Context: an optimization exercise on an open-source flow, tuned for small area. The choices shown serve that exercise and are no tape-out recipe.
The RTL was checked by simulation tests, not by an equivalence proof against the original design.

harbor:
## register_file_mp_top
module register_file_mp_top (
   input  logic        clock,
   input  logic        reset_n,
   input  logic [7:0]  rd_addr,
   output logic [63:0] rd_data,
   output logic [1:0]  rd_busy,
   input  logic [1:0]  wr_en,
   input  logic [7:0]  wr_addr,
   input  logic [63:0] wr_data,
   input  logic        claim_en,
   input  logic [3:0]  claim_addr,
   output logic [15:0] busy_vec
);
   logic        valid;
   logic [31:0] r_mem [1:15];
   logic [31:0] w_n   [1:15];    
   logic [31:0] w_d   [1:15];    
   logic [15:1] r_busy;
   logic [15:1] w_hit1, w_hit0, w_s0, w_hold, w_claim, w_rbusy;
   logic [15:1] w_sel0, w_sel1;    
   always_ff @(posedge clock or negedge reset_n) begin
      if (!reset_n) valid <= 1'b0;
      else          valid <= 1'b1;
   end
   for (genvar r = 1; r < 16; r++) begin : g_reg
      assign w_hit1[r]  = wr_en[1] && (wr_addr[7:4] == 4'(r));
      assign w_hit0[r]  = wr_en[0] && (wr_addr[3:0] == 4'(r));
      assign w_s0[r]    = w_hit0[r] & ~w_hit1[r];
      assign w_hold[r]  = ~(w_hit0[r] | w_hit1[r]) & valid;
      assign w_claim[r] = claim_en && (claim_addr == 4'(r));
      for (genvar b = 0; b < 32; b++) begin : g_bit
         rf_aoi222 u_nxt (
            .a1(w_hit1[r]), .a2(wr_data[32+b]),
            .b1(w_s0[r]),   .b2(wr_data[b]),
            .c1(w_hold[r]), .c2(r_mem[r][b]),
            .y (w_n[r][b])
         );
      end
      assign w_d[r] = ~w_n[r];
      always_ff @(posedge clock) begin
         r_mem[r] <= w_d[r];
      end
      always_ff @(posedge clock or negedge reset_n) begin
         if (!reset_n) r_busy[r] <= 1'b0;
  ...
Settings: LEC_CHECK=0, CAP_MARGIN=20, CORE_MARGIN=2, CORE_UTILIZATION=40, CTS_CLUSTER_DIAMETER=80, CTS_CLUSTER_SIZE=30, SLEW_MARGIN=20, SYNTH_HIERARCHICAL=1, SYNTH_MINIMUM_KEEP_SIZE=0; clock period 6.0 ns.
standard.sh (not shown) runs the stock make flow with config.mk's settings and CLKGATE_MAP_FILE= SYNTH_SCRIPT=/design/flow/synth_recipe.tcl, a recipe that flattens the netlist after the stock synthesis.
==> flow/flow/run.sh <==
#!/bin/bash
# The standard layout with two changes to how it is made:
# - the port buffers are the smallest plain buffer (buf_1) instead of the cell buffer_ports picks
#   by default (a clkdlybuf4s50_1 delay cell); every port still gets one buffer;
# - after global routing's timing repair, ORFS's power recovery (RECOVER_POWER) downsizes gates
#   on paths that have slack to spare.
# The tool output goes to standard.log in the work folder.
set -euo pipefail
bash standard.sh "BUFFER_PORTS_ARGS=-buffer_cell sky130_fd_sc_hd__buf_1" RECOVER_POWER=100 finish > standard.log 2>&1
harbor completed; timing, DRC and antenna clean
For willow, these inputs were changed with respect to harbor:
==> flow/flow/run.sh <==
#!/bin/bash
# The standard layout, with the port buffers made of the smallest plain buffer (buf_1) instead of
# the cell buffer_ports picks by default (a clkdlybuf4s50_1 delay cell). Every port still gets
# one buffer. The tool output goes to standard.log in the work folder.
set -euo pipefail
bash standard.sh "BUFFER_PORTS_ARGS=-buffer_cell sky130_fd_sc_hd__buf_1" finish > standard.log 2>&1
Results
Taking harbor as the reference, in willow worst-margin pin slew went down 0.14 ns, logic depth of the worst path, buffers included went down 1.
Sequential share of layout area across willow and harbor: no real change.
The DRC marker count from the first detailed-route iteration was comparable across willow and harbor.
Looking at clock period minus worst slack, willow sits 0.23 ns below harbor.
Changes in delta relative to willow:
- clearing CTS_CLUSTER_SIZE, which used to be 30
- clearing CTS_CLUSTER_DIAMETER, which used to be 80
==> flow/run.sh (new file) <==
#!/bin/bash
# synth_recipe.tcl (not shown) runs the flow's synth.tcl, then flattens the netlist and writes it again
# the make line also repeats each setting of config.mk as NAME=value (left out here)
make -C /OpenROAD-flow-scripts/flow DESIGN_CONFIG=/design/flow/config.mk WORK_HOME=/design/flow/orfs CLKGATE_MAP_FILE= SYNTH_SCRIPT=/design/flow/synth_recipe.tcl finish
removed: flow/flow/run.sh
removed: flow/standard.sh
==> run summary <==
- Looking at the reports, delta completed the entire flow and the layout it produced met the timing, design-rule and antenna checks.
- willow vs delta, launching instance or port of the critical path: wr_addr[5] vs wr_addr[1]
- Setup slack: lower on delta
- Re fraction of met1 tracks used by global routing: delta is 1.0 points down on willow.
- Looking only at global-route wire length before repair, and setting everything else aside, the higher value of willow and delta goes to delta.
- Taking willow as the reference, in delta non-clock buffer count rose 32, initial antenna violation count level.

what the ideal ports hide:
The results above use ideal ports. As a check the final layouts listed here were re-extracted and re-timed, cells and wires unchanged.
Step 1 (the two cells are an assumption about what drives the block):
set clk [get_ports {clock}]
set_driving_cell -lib_cell sky130_fd_sc_hd__clkbuf_16 $clk
set_driving_cell -lib_cell sky130_fd_sc_hd__buf_2 [delete_from_list [all_inputs] $clk]
Step 2 times the ports against the registers' clock, not the clock port: input delays grow and output delays shrink by t, the midpoint of the rising clock arrivals with the driver on.
Three values: ideal ports, drivers, drivers and shift; two values: the first two.
run | t (ns) | slack for setup (ns) | hold slack, ns | latest minus earliest clock arrival (ns)
harbor | 0.688 | 0.294 / 0.261 / 0.261 | 0.502 / 0.502 / 0.502 | 0.034 / 0.034
willow | 0.690 | 0.520 / 0.488 / 0.488 | 0.502 / 0.502 / 0.502 | 0.038 / 0.038
delta | 0.682 | 0.109 / 0.081 / 0.081 | 0.495 / 0.495 / 0.495 | 0.019 / 0.019
After both steps every run listed still meets setup and hold. For harbor, which loses most, drivers alone change the setup slack by -0.033 ns; drivers and shift together by -0.033 ns.
